Background: an optimization exercise with open tools, aiming at small area, a short achievable clock period and few clock cycles. Do not read the settings as production practice.
The RTL was checked by simulation tests, not by an equivalence proof against the original design.
No activity file was given, so power comes from the tool's default toggle rates.

## fft_stage_top
module fft_stage_top
(
	input logic clk,
	input logic reset,
	input logic start,
	input fft_pkg::level_t level,
	input logic load_en,
	input fft_pkg::addr_t load_addr,
	input fft_pkg::sample_t load_real,
	input fft_pkg::sample_t load_imag,
	input fft_pkg::addr_t rd_addr,
	output logic busy,
	output logic done,
	output fft_pkg::sample_t rd_real,
	output fft_pkg::sample_t rd_imag
);
Size: roughly 960 flip-flops, about 80 I/O pins.
export LEC_CHECK = 0
export CAP_MARGIN = 20
export CORE_MARGIN = 2
export CORE_UTILIZATION = 65
export CTS_BUF_LIST = sky130_fd_sc_hd__clkbuf_8
export CTS_CLUSTER_SIZE = 20
export SETUP_SLACK_MARGIN = 5
export SLEW_MARGIN = 20
export TNS_END_PERCENT = 5
create_clock -name core_clock -period 8.5 [get_ports {clk}]
run.sh (not shown) runs the stock make flow with config.mk's settings and CLKGATE_MAP_FILE= SYNTH_SCRIPT=/design/flow/synth_recipe.tcl, a recipe that flattens the netlist after the stock synthesis.
The baseline finished clean.
Testbench counts at the start, summed over its fixed seeds: cycles 10,888.
Change:
- CORE_UTILIZATION: 65 -> 50
- CTS_BUF_LIST: sky130_fd_sc_hd__clkbuf_8 -> unset
- CTS_CLUSTER_SIZE: 20 -> unset
- TNS_END_PERCENT: 5 -> unset
Outcome: The changed run passed the timing, design-rule and antenna checks; final area came out higher by a few percent; global-route usage came out lower by 9.5 points; combinational power came out higher by roughly a tenth.
Change:
- CTS_BUF_LIST: unset -> sky130_fd_sc_hd__clkbuf_8
- CTS_CLUSTER_SIZE: unset -> 20
- TNS_END_PERCENT: unset -> 20
After rerunning: Final cell count went up by 1.1%; register-to-register slack gets worse by 120 ps; clock power went down by 6.2%; sequential power went down by about 0.6%; clock skew stays flat; area after synthesis is unchanged.
Change:
- CORE_UTILIZATION: 50 -> 60
- CTS_CLUSTER_SIZE: 20 -> 30
- TNS_END_PERCENT: 20 -> 5
Outcome: The changed run finished with timing, DRC and antenna clean. Worst setup slack improves by 180 ps. First-iteration DRC count is higher by 21%. Flip-flop and latch count does not change.
Change:
- CORE_UTILIZATION: 60 -> 55
- CTS_CLUSTER_SIZE: 30 -> 20
Result: Wire length shrinks by 0.41%. Global-route usage decreases by 3.4 points. Sequential share of layout area rises by 0.18 points. First-iteration DRC count went down by 13%. Fmax shrinks by 1.1%. Sequential cell count is unchanged. Total power hardly moves. Cell count climbs by 1.4%. Clock-buffer cell count grows by 6.

* * *

Starting RTL as in the previous note.
clock: 8.5 ns
lec_check: 0
cap_margin: 20
core_margin: 2
core_utilization: 50
setup_slack_margin: 5
slew_margin: 20
tns_end_percent: 20
Testbench counts at the start, summed over its fixed seeds: cycles 10,888.
==> next run, changes <==
--- a/flow/config.mk
+++ b/flow/config.mk
@@ -10,2 +10,4 @@
-export CORE_UTILIZATION = 50
-export SETUP_SLACK_MARGIN = 5
+export CORE_UTILIZATION = 65
+export CTS_BUF_LIST = sky130_fd_sc_hd__clkbuf_8
+export CTS_CLUSTER_SIZE = 30
+export SETUP_SLACK_MARGIN = 4.9
@@ -13 +15 @@
-export TNS_END_PERCENT = 20
+export TNS_END_PERCENT = 5
Effect: Hold slack loses 0.024 ns. Area after synthesis does not change. Total power shrinks by 7.8%.
==> next run, changes <==
--- a/flow/config.mk
+++ b/flow/config.mk
@@ -7,0 +8 @@
+export ABC_AREA = 1
@@ -12,2 +13,2 @@
-export CTS_CLUSTER_SIZE = 30
-export SETUP_SLACK_MARGIN = 4.9
+export CTS_CLUSTER_SIZE = 20
+export SETUP_SLACK_MARGIN = 5
What happened:
- clock skew climbs by 0.0047 ns
- first-iteration DRC count climbs by 46%
- cell area climbs by 2.6%
==> next run, changes <==
--- a/flow/config.mk
+++ b/flow/config.mk
@@ -8 +7,0 @@
-export ABC_AREA = 1
@@ -11 +10 @@
-export CORE_UTILIZATION = 65
+export CORE_UTILIZATION = 60
After rerunning:
- register-to-register slack is better by 0.18 ns
- setup slack is better by 0.18 ns
- first-iteration DRC count is lower by a quarter to a third
- area after synthesis went down by a few percent
- clock-buffer cell count rises by 9
- sequential cell count is unchanged
- clock skew came out higher by 0.012 ns
- maximum frequency grows by a few percent
- cell area hardly moves

==> port drivers added, routing unchanged <==
In the flow no input, the clock included, has a driving cell. The finished layouts below were timed again as built, in two steps. Step 1 (the two cells are an assumption about what drives the block):
set clk [get_ports {clk}]
set_driving_cell -lib_cell sky130_fd_sc_hd__clkbuf_16 $clk
set_driving_cell -lib_cell sky130_fd_sc_hd__buf_2 [delete_from_list [all_inputs] $clk]
Step 2 adds t to the input delays and takes it off the output delays; t is the mean of the earliest and latest rising clock arrival at the registers after step 1. Input paths then give back, and output paths get back, about the clock's delay inside the block. Slacks: ideal ports / drivers / drivers and shift; pairs: ideal ports / drivers.
| run | shift t [ns] | slack for setup (ns) | worst data-port slew with drivers (ns) |
|---|---|---|---|
| the first run of note 1 | 0.934 | 4.753 / 4.707 / 3.937 | 0.11 |
| the second run of note 1 | 0.774 | 4.795 / 4.795 / 4.200 | 0.10 |
| the third run of note 1 | 0.932 | 4.676 / 4.676 / 3.839 | 0.20 |
| the fourth run of note 1 | 0.964 | 4.858 / 4.858 / 3.979 | 0.12 |
| the fifth run of note 1 | 0.942 | 4.819 / 4.819 / 3.969 | 0.10 |
| the first run of note 2 | 0.772 | 4.802 / 4.802 / 4.177 | 0.17 |
| the second run of note 2 | 0.901 | 4.707 / 4.707 / 3.919 | 0.10 |
| the third run of note 2 | 0.923 | 4.673 / 4.673 / 3.902 | 0.08 |
| the fourth run of note 2 | 0.964 | 4.858 / 4.858 / 3.979 | 0.12 |
After both steps every run listed still meets setup and hold.
